This is an optimization exercise on Yosys and OpenROAD, whose aim is small area, a short achievable clock period and few clock cycles per item, not a production implementation. RTL that was checked went through simulation tests only; none was proved equivalent to the original.

== red ==
// teleop_drive_and_gimbal_command_unit
module teleop_drive_and_gimbal_command_unit
(
    input  logic        i_clk,
    input  logic        i_rst_n,
    input  logic [39:0] s_axis_tdata,
    input  logic        s_axis_tvalid,
    output logic        s_axis_tready,
    output logic [87:0] m_axis_tdata,
    output logic        m_axis_tvalid,
    input  logic        m_axis_tready,
    input  logic        i_cfg_we,
    input  logic [2:0]  i_cfg_idx,
    input  logic [19:0] i_cfg_data
);
Size: about 3400 cells after synthesis, ~400 flip-flops, roughly 160 I/O pins, ~33000 µm² of cells after synthesis.
clock: 8.0 ns
lec_check: 0
cap_margin: 20
core_margin: 2
core_utilization: 40
place_density: 0.6
setup_slack_margin: 3.0
slew_margin: 20
run.sh (not shown) runs the stock make flow with config.mk's settings and CLKGATE_MAP_FILE= SYNTH_SCRIPT=/design/flow/synth_recipe.tcl, a recipe that flattens the netlist after the stock synthesis.
What blue does differently from red at the input level:
--- a/flow/design.v
+++ b/flow/design.v
@@ -191,49 +191,70 @@
     assign w_dec = {w_fwd, w_mag, s_axis_tdata[39:32], s_axis_tdata[23:16], s_axis_tdata[31:24]};
     logic [1:0]  r_fwd1, r_fwd2, r_fwd3, r_fwd4;
     logic [7:0]  r_pan1, r_pan2, r_pan3, r_pan4;
     logic [7:0]  r_tilt1, r_tilt2, r_tilt3, r_tilt4;
     logic [7:0]  r_mag1;
     logic [7:0]  r_mode1;
     logic [15:0] r_x2;
     logic [15:0] r_x3;
     logic [21:0] r_w3;
-    logic [29:0] r_pa4;
+    logic [29:0] r_pa4_s;
+    logic [29:0] r_pa4_c;
     logic [8:0]  r_sh4;
     logic [1:0]  r_c4;
     logic [15:0] w_x;
-    logic [29:0] w_pa;
-    logic [15:0] w_pdig [8];
+    logic [29:0] w_pa_s;
+    logic [29:0] w_pa_c;
+    logic [29:0] w_prow [9];
+    logic [29:0] w_csa1 [6];
+    logic [29:0] w_csa2 [4];
+    logic [29:0] w_csa3 [3];
     logic [21:0] w_w;
     logic [15:0] w_ws;
     logic [9:0]  w_wt;
     logic [1:0]  w_wc;
     logic [29:0] w_sum;
     logic [27:0] w_duty;
     assign w_x     = 16'({8'd0, r_mode1} * {8'd0, r_mag1}) + {8'd0, r_mag1};
     always_comb begin
-        w_pa = {15'd0, r_w3[21:7]};
         for (int i = 0; i < 8; i++) begin
             case (r_x3[2*i +: 2])
-                2'd0:    w_pdig[i] = 16'd0;
-                2'd1:    w_pdig[i] = {2'b00, w_fs_div};
-                2'd2:    w_pdig[i] = {1'b0, w_fs_div, 1'b0};
-                default: w_pdig[i] = w_fs_div3;
+                2'd0:    w_prow[i] = '0;
+                2'd1:    w_prow[i] = {16'd0, w_fs_div} << (2 * i);
+                2'd2:    w_prow[i] = {15'd0, w_fs_div, 1'b0} << (2 * i);
+                default: w_prow[i] = {14'd0, w_fs_div3} << (2 * i);
             endcase
-            w_pa = w_pa + ({14'd0, w_pdig[i]} << (2 * i));
         end
+        w_prow[8] = {15'd0, r_w3[21:7]};
+        for (int i = 0; i < 3; i++) begin
+            w_csa1[2*i]     = w_prow[3*i] ^ w_prow[3*i+1] ^ w_prow[3*i+2];
+            w_csa1[2*i + 1] = 30'(((w_prow[3*i] & w_prow[3*i+1]) | (w_prow[3*i] & w_prow[3*i+2]) |
+                                   (w_prow[3*i+1] & w_prow[3*i+2])) << 1);
+        end
+        for (int i = 0; i < 2; i++) begin
+            w_csa2[2*i]     = w_csa1[3*i] ^ w_csa1[3*i+1] ^ w_csa1[3*i+2];
+            w_csa2[2*i + 1] = 30'(((w_csa1[3*i] & w_csa1[3*i+1]) | (w_csa1[3*i] & w_csa1[3*i+2]) |
+                                   (w_csa1[3*i+1] & w_csa1[3*i+2])) << 1);
+        end
+        w_csa3[0] = w_csa2[0] ^ w_csa2[1] ^ w_csa2[2];
+        w_csa3[1] = 30'(((w_csa2[0] & w_csa2[1]) | (w_csa2[0] & w_csa2[2]) |
+                         (w_csa2[1] & w_csa2[2])) << 1);
+        w_csa3[2] = w_csa2[3];
+        w_pa_s    = w_csa3[0] ^ w_csa3[1] ^ w_csa3[2];
+        w_pa_c    = 30'(((w_csa3[0] & w_csa3[1]) | (w_csa3[0] & w_csa3[2]) |
+                         (w_csa3[1] & w_csa3[2])) << 1);
     end
     assign w_w     = {6'd0, r_x2} * {15'd0, w_fs_mod};
     assign w_ws    = {1'b0, r_w3[21:7]} + {9'd0, r_w3[6:0]};
     assign w_wt    = {1'b0, w_ws[15:7]} + {3'd0, w_ws[6:0]};
     assign w_wc    = (w_wt >= 10'd381) ? 2'd3 : (w_wt >= 10'd254) ? 2'd2 :
                      (w_wt >= 10'd127) ? 2'd1 : 2'd0;
-    assign w_sum   = r_pa4 + {21'd0, r_sh4} + {28'd0, r_c4};
+    assign w_sum   = r_pa4_s + r_pa4_c + {21'd0, r_sh4} + {28'd0, r_c4};
     assign w_duty  = (|w_sum[29:28]) ? 28'hFFFFFFF : w_sum[27:0];
     always_ff @(posedge i_clk) begin
         if (!i_rst_n) begin
             r_v1        <= 1'b0;
             r_v2        <= 1'b0;
             r_v3        <= 1'b0;
             r_v4        <= 1'b0;
             r_out_valid <= 1'b0;
         end else begin
@@ -252,19 +273,20 @@
             r_x2    <= w_x;
             r_fwd2  <= r_fwd1;
             r_pan2  <= r_pan1;
             r_tilt2 <= r_tilt1;
             r_x3    <= r_x2;
             r_w3    <= w_w;
             r_fwd3  <= r_fwd2;
             r_pan3  <= r_pan2;
             r_tilt3 <= r_tilt2;
-            r_pa4   <= w_pa;
+            r_pa4_s <= w_pa_s;
+            r_pa4_c <= w_pa_c;
             r_sh4   <= w_ws[15:7];
             r_c4    <= w_wc;
             r_fwd4  <= r_fwd3;
             r_pan4  <= r_pan3;
             r_tilt4 <= r_tilt3;
         end
     end
     logic [17:0] r_pan_pos;
     logic [17:0] r_tilt_pos;
Findings:
- In blue, total wire length is lower than in red.
- On chip height: between red and blue, it ends up higher for blue.
- Going from red to blue, hold path depth roughly the same, synthesized cell count higher, shortest period the worst path allows lower, post-layout instance area higher.
- Floorplan check, blue vs red: die outline larger in blue
- On cell total after placement: between red and blue, it ends up higher for blue.
- In the flow results for red and blue, the share of the clock period used by the worst path is larger on red.
- Against red, blue reports a core area that is higher.
No functional check of the RTL was part of any run of this note.

teleop_drive_and_gimbal_command_unit, a different RTL version from the one above (not shown whole).
For scale: roughly 3,400 cells after synthesis, roughly 410 flip-flops, roughly 160 I/O pins.
Settings: LEC_CHECK=0, CAP_MARGIN=20, CORE_MARGIN=2, CORE_UTILIZATION=40, PLACE_DENSITY=0.6, SETUP_SLACK_MARGIN=3.0, SLEW_MARGIN=20; clock period 8.0 ns.
The starting point completed without violations.
Rerun with:
--- a/flow/design.v
+++ b/flow/design.v
@@ -4,27 +4,29 @@
     localparam logic [15:0] RST_PAN_NEG_LIMIT     = 16'd28000;
     localparam logic [15:0] RST_TILT_TOP_LIMIT    = 16'd18000;
     localparam logic [15:0] RST_TILT_BOTTOM_LIMIT = 16'd18000;
     localparam logic [7:0]  RST_PAN_MAX_RATE8     = 8'd255;    
     localparam logic [7:0]  RST_TILT_MAX_RATE8    = 8'd255;    
     localparam logic [13:0] RST_FS_DIV            = 14'd3937;
     localparam logic [6:0]  RST_FS_MOD            = 7'd1;
+    localparam logic [15:0] RST_FS_DIV3           = 16'd11811;
     localparam logic [7:0]  SPIN_SPEED = 8'd90;
 endpackage
 module tdgc_ctrl
 (
     input  logic        i_clk,
     input  logic        i_rst_n,
     input  logic        i_cfg_we,
     input  logic [2:0]  i_cfg_idx,
     input  logic [19:0] i_cfg_data,
     output logic        o_busy,
     output logic [6:0]  o_spin_thr,
     output logic [13:0] o_fs_div,      
     output logic [6:0]  o_fs_mod,      
+    output logic [15:0] o_fs_div3,     
     output logic [15:0] o_pan_pos_lim,
     output logic [15:0] o_pan_neg_lim,
     output logic [15:0] o_tilt_top_lim,
     output logic [15:0] o_tilt_bot_lim,
     output logic [7:0]  o_pan_rate8,
     output logic [7:0]  o_tilt_rate8
 );
@@ -59,23 +61,26 @@
     assign w_rem4  = {o_fs_mod, o_fs_div[13:12]};
     assign w_digit = (w_rem4 >= 9'd381) ? 2'd3 :
                      (w_rem4 >= 9'd254) ? 2'd2 :
                      (w_rem4 >= 9'd127) ? 2'd1 : 2'd0;
     always_ff @(posedge i_clk) begin
         if (!i_rst_n) begin
             o_fs_div  <= tdgc_pkg::RST_FS_DIV;
+            o_fs_div3 <= tdgc_pkg::RST_FS_DIV3;
             o_fs_mod  <= tdgc_pkg::RST_FS_MOD;
             r_div_cnt <= 3'd0;
         end else if (i_cfg_we && i_cfg_idx == 3'd1) begin
             o_fs_div  <= i_cfg_data[13:0];
+            o_fs_div3 <= 16'd0;
             o_fs_mod  <= {1'b0, i_cfg_data[19:14]};
             r_div_cnt <= 3'd7;
         end else if (r_div_cnt != 3'd0) begin
             o_fs_mod  <= 7'(w_rem4[6:0] + {5'd0, w_digit});
             o_fs_div  <= {o_fs_div[11:0], w_digit};
+            o_fs_div3 <= {o_fs_div3[13:0], 2'b00} + {12'd0, w_digit, 2'b00} - {14'd0, w_digit};
             r_div_cnt <= r_div_cnt - 3'd1;
         end
     end
     assign o_busy = r_div_cnt[2] | (r_div_cnt[1] & r_div_cnt[0]);
 endmodule
 module tdgc_dp
 (
@@ -124,14 +129,15 @@
     input  logic [2:0]  i_cfg_idx,
     input  logic [19:0] i_cfg_data
 );
     logic        w_cfg_busy;
     logic [6:0]  w_spin_thr;
     logic [13:0] w_fs_div;
     logic [6:0]  w_fs_mod;
+    logic [15:0] w_fs_div3;
     logic [15:0] w_pan_pos_lim;
     logic [15:0] w_pan_neg_lim;
     logic [15:0] w_tilt_top_lim;
     logic [15:0] w_tilt_bot_lim;
     logic [7:0]  w_cfg_pan_rate8;
     logic [7:0]  w_cfg_tilt_rate8;
     tdgc_ctrl u_cfg (
@@ -140,14 +146,15 @@
         .i_cfg_we       (i_cfg_we),
         .i_cfg_idx      (i_cfg_idx),
         .i_cfg_data     (i_cfg_data),
         .o_busy         (w_cfg_busy),
         .o_spin_thr     (w_spin_thr),
         .o_fs_div       (w_fs_div),
         .o_fs_mod       (w_fs_mod),
+        .o_fs_div3      (w_fs_div3),
         .o_pan_pos_lim  (w_pan_pos_lim),
         .o_pan_neg_lim  (w_pan_neg_lim),
         .o_tilt_top_lim (w_tilt_top_lim),
         .o_tilt_bot_lim (w_tilt_bot_lim),
         .o_pan_rate8    (w_cfg_pan_rate8),
         .o_tilt_rate8   (w_cfg_tilt_rate8)
     );
@@ -192,22 +199,34 @@
     logic [21:0] r_w3;
     logic [28:0] r_pa4;
     logic [14:0] r_wh4;
     logic [8:0]  r_sh4;
     logic [1:0]  r_c4;
     logic [15:0] w_x;
     logic [28:0] w_pa;
+    logic [15:0] w_pdig [8];
     logic [21:0] w_w;
     logic [15:0] w_ws;
     logic [9:0]  w_wt;
     logic [1:0]  w_wc;
     logic [29:0] w_sum;
     logic [27:0] w_duty;
     assign w_x     = 16'({8'd0, r_mode1} * {8'd0, r_mag1}) + {8'd0, r_mag1};
-    assign w_pa    = {13'd0, r_x2} * {15'd0, w_fs_div};
+    always_comb begin
+        w_pa = '0;
+        for (int i = 0; i < 8; i++) begin
+            case (r_x2[2*i +: 2])
+                2'd0:    w_pdig[i] = 16'd0;
+                2'd1:    w_pdig[i] = {2'b00, w_fs_div};
+                2'd2:    w_pdig[i] = {1'b0, w_fs_div, 1'b0};
+                default: w_pdig[i] = w_fs_div3;
+            endcase
+            w_pa = w_pa + ({13'd0, w_pdig[i]} << (2 * i));
+        end
+    end
     assign w_w     = {6'd0, r_x2} * {15'd0, w_fs_mod};
     assign w_ws    = {1'b0, r_w3[21:7]} + {9'd0, r_w3[6:0]};
     assign w_wt    = {1'b0, w_ws[15:7]} + {3'd0, w_ws[6:0]};
     assign w_wc    = (w_wt >= 10'd381) ? 2'd3 : (w_wt >= 10'd254) ? 2'd2 :
                      (w_wt >= 10'd127) ? 2'd1 : 2'd0;
     assign w_sum   = {1'b0, r_pa4} + {15'd0, r_wh4} + {21'd0, r_sh4} + {28'd0, r_c4};
     assign w_duty  = (|w_sum[29:28]) ? 28'hFFFFFFF : w_sum[27:0];
After rerunning: Design area grows slightly; fmax grows by roughly a tenth; clock skew grows by 0.033 ns; worst hold slack improved by 0.016 ns; via count grows by a few percent; die area grows slightly; synthesized cell count grows slightly; routed wire length grows by a few percent; core utilization grows by 0.33 points; cell count grows slightly; count of clock-buffer cells in the layout grows by 1; area after synthesis grows slightly.
Testbench counts after the change, summed over its fixed seeds: cycles 2,440, items 2,400.
Function not checked in the first run of this note: the RTL went through the layout flow alone.

teleop_drive_and_gimbal_command_unit, a different RTL version from the one above (not shown whole).
Size in the first run: ~3800 cells after synthesis, about 440 flip-flops, ~160 I/O pins, roughly 34000 µm² of cells after synthesis.
==> flow/design.v (excerpt) <==
module teleop_drive_and_gimbal_command_unit
(
    input  logic        i_clk,
    input  logic        i_rst_n,
    input  logic [39:0] s_axis_tdata,
    input  logic        s_axis_tvalid,
    output logic        s_axis_tready,
    output logic [87:0] m_axis_tdata,
    output logic        m_axis_tvalid,
    input  logic        m_axis_tready,
    input  logic        i_cfg_we,
    input  logic [2:0]  i_cfg_idx,
    input  logic [19:0] i_cfg_data
);
export LEC_CHECK = 0
export ABC_AREA = 1
export CAP_MARGIN = 20
export CORE_MARGIN = 2
export CORE_UTILIZATION = 55
export PLACE_DENSITY = 0.72
export SETUP_SLACK_MARGIN = 4.0
export SLEW_MARGIN = 20
create_clock -name core_clock -period 8.0 [get_ports {i_clk}]
Then changed:
--- a/flow/design.v
+++ b/flow/design.v
@@ -211,37 +211,60 @@
     logic [7:0]  r_wl4;
     logic [2:0]  r_c4;
     logic [15:0] w_x;
     logic [29:0] w_pa_s;
     logic [29:0] w_pa_c;
     logic [29:0] w_prow [9];
     logic [29:0] w_csa1 [6];
     logic [29:0] w_csa2 [4];
     logic [29:0] w_csa3 [3];
     logic [21:0] w_w;
     logic [15:0] w_xrow [4];
+    logic [21:0] w_wrow [4];
+    logic [8:0]  w_modx;
+    logic [2:0]  w_bd [4];
+    logic [3:0]  w_neg;
+    logic [16:0] w_bm [4];
     logic [8:0]  w_wd;
     logic [2:0]  w_wc;
     logic [29:0] w_sum;
     logic [27:0] w_duty;
     always_comb begin
         for (int i = 0; i < 4; i++) begin
             case (r_mag1[2*i +: 2])
                 2'd0:    w_xrow[i] = '0;
                 2'd1:    w_xrow[i] = {7'd0, r_m1_1} << (2 * i);
                 2'd2:    w_xrow[i] = {6'd0, r_m1_1, 1'b0} << (2 * i);
                 default: w_xrow[i] = {5'd0, r_m3_1} << (2 * i);
             endcase
         end
     end
     assign w_x     = w_xrow[0] + w_xrow[1] + w_xrow[2] + w_xrow[3];
+    assign w_modx = {1'b0, w_fs_mod, 1'b0};
+    always_comb begin
+        for (int j = 0; j < 4; j++) begin
+            w_bd[j]  = w_modx[2*j +: 3];
+            w_neg[j] = w_bd[j][2] & ~(w_bd[j][1] & w_bd[j][0]);
+            case (w_bd[j])
+                3'b001, 3'b010: w_bm[j] = {1'b0, r_x2};            
+                3'b011:         w_bm[j] = {r_x2, 1'b0};            
+                3'b100:         w_bm[j] = ~{r_x2, 1'b0};           
+                3'b101, 3'b110: w_bm[j] = ~{1'b0, r_x2};           
+                default:        w_bm[j] = '0;
+            endcase
+        end
+        w_wrow[0] = {{5{w_neg[0]}}, w_bm[0]};
+        w_wrow[1] = {{3{w_neg[1]}}, w_bm[1], 1'b0, w_neg[0]};
+        w_wrow[2] = {w_neg[2], w_bm[2], 1'b0, w_neg[1], 2'b00};
+        w_wrow[3] = {w_bm[3][15:0], 1'b0, w_neg[2], 4'b0000};
+    end
     function automatic logic [59:0] f_csa(input logic [29:0] a, input logic [29:0] b,
                                           input logic [29:0] c);
         f_csa = {a ^ b ^ c, ((a & b) | (a & c) | (b & c)) << 1};
     endfunction
     always_comb begin
         for (int i = 0; i < 8; i++) begin
             case (r_x3[2*i +: 2])
                 2'd0:    w_prow[i] = '0;
                 2'd1:    w_prow[i] = {16'd0, w_fs_div} << (2 * i);
                 2'd2:    w_prow[i] = {15'd0, w_fs_div, 1'b0} << (2 * i);
                 default: w_prow[i] = {14'd0, w_fs_div3} << (2 * i);
@@ -249,23 +272,23 @@
         end
         w_prow[8]  = {15'd0, r_w3[21], r_w3[20:14], r_w3[20:14]};
         {w_csa1[0], w_csa1[1]} = f_csa(w_prow[0], w_prow[1], w_prow[2]);
         {w_csa1[2], w_csa1[3]} = f_csa(w_prow[3], w_prow[4], w_prow[5]);
         {w_csa1[4], w_csa1[5]} = f_csa(w_prow[6], w_prow[7], w_prow[8]);
         {w_csa2[0], w_csa2[1]} = f_csa(w_csa1[0], w_csa1[1], w_csa1[2]);
         {w_csa2[2], w_csa2[3]} = f_csa(w_csa1[3], w_csa1[4], w_csa1[5]);
         {w_csa3[0], w_csa3[1]} = f_csa(w_csa2[0], w_csa2[1], w_csa2[2]);
         w_csa3[2] = w_csa2[3];
         {w_pa_s, w_pa_c} = f_csa(w_csa3[0], w_csa3[1], w_csa3[2]);
     end
-    assign w_w     = {6'd0, r_x2} * {15'd0, w_fs_mod};
+    assign w_w     = w_wrow[0] + w_wrow[1] + w_wrow[2] + w_wrow[3];
     assign w_wd    = {2'b00, r_w3[6:0]} + {2'b00, r_w3[13:7]} + {2'b00, r_w3[20:14]} +
                      {8'd0, r_w3[21]};
     assign w_wc    = {2'b00, r_w3[21]} +
                      ((w_wd >= 9'd381) ? 3'd3 : (w_wd >= 9'd254) ? 3'd2 :
                       (w_wd >= 9'd127) ? 3'd1 : 3'd0);
     assign w_sum   = r_pa4_s + r_pa4_c + {22'd0, r_wl4} + {27'd0, r_c4};
     assign w_duty  = (|w_sum[29:28]) ? 28'hFFFFFFF : w_sum[27:0];
     always_ff @(posedge i_clk) begin
         if (!i_rst_n) begin
             r_v1        <= 1'b0;
             r_v2        <= 1'b0;
Effect:
- The changed run completed without violations
- register-to-register slack is worse by 0.16 ns
- area after synthesis drops by 1.0%
- cell count goes up by 1.5%
- count of clock-buffer cells in the layout drops by 1
No run of this note included a check of the RTL's function; only the layout flow was run.

port drivers added, routing unchanged:
The results above use ideal ports. As a check the final layouts listed here were re-extracted and re-timed, cells and wires unchanged. Step 1, drivers: a clkbuf_16 drives i_clk and a buf_2 each remaining input, both assumed. Step 2 also shifts input and output timing later by t, the mid clock arrival at the registers, as if the neighbouring blocks saw the same clock. a / b / c = ideal / step 1 / step 2; a / b = the first two.
run	t, ns	slack for setup (ns)	hold WS [ns]	worst slew at a driven data input, ns
red	0.655	2.732 / 2.732 / 2.732	0.416 / 0.416 / 0.416	0.10
blue	0.664	3.133 / 3.133 / 3.107	0.395 / 0.395 / 0.395	0.07
the first run of note 2	0.666	2.085 / 2.085 / 2.085	0.396 / 0.396 / 0.396	0.08
the second run of note 2	0.677	2.796 / 2.796 / 2.796	0.412 / 0.412 / 0.412	0.06
the first run of note 3	0.655	3.664 / 3.664 / 3.664	0.414 / 0.414 / 0.414	0.09
the second run of note 3	0.681	3.502 / 3.502 / 3.502	0.416 / 0.416 / 0.416	0.07
After both steps setup and hold are still met in every run listed. For blue, which loses most, drivers alone change the setup slack by 0.000 ns; drivers and shift together by -0.026 ns.
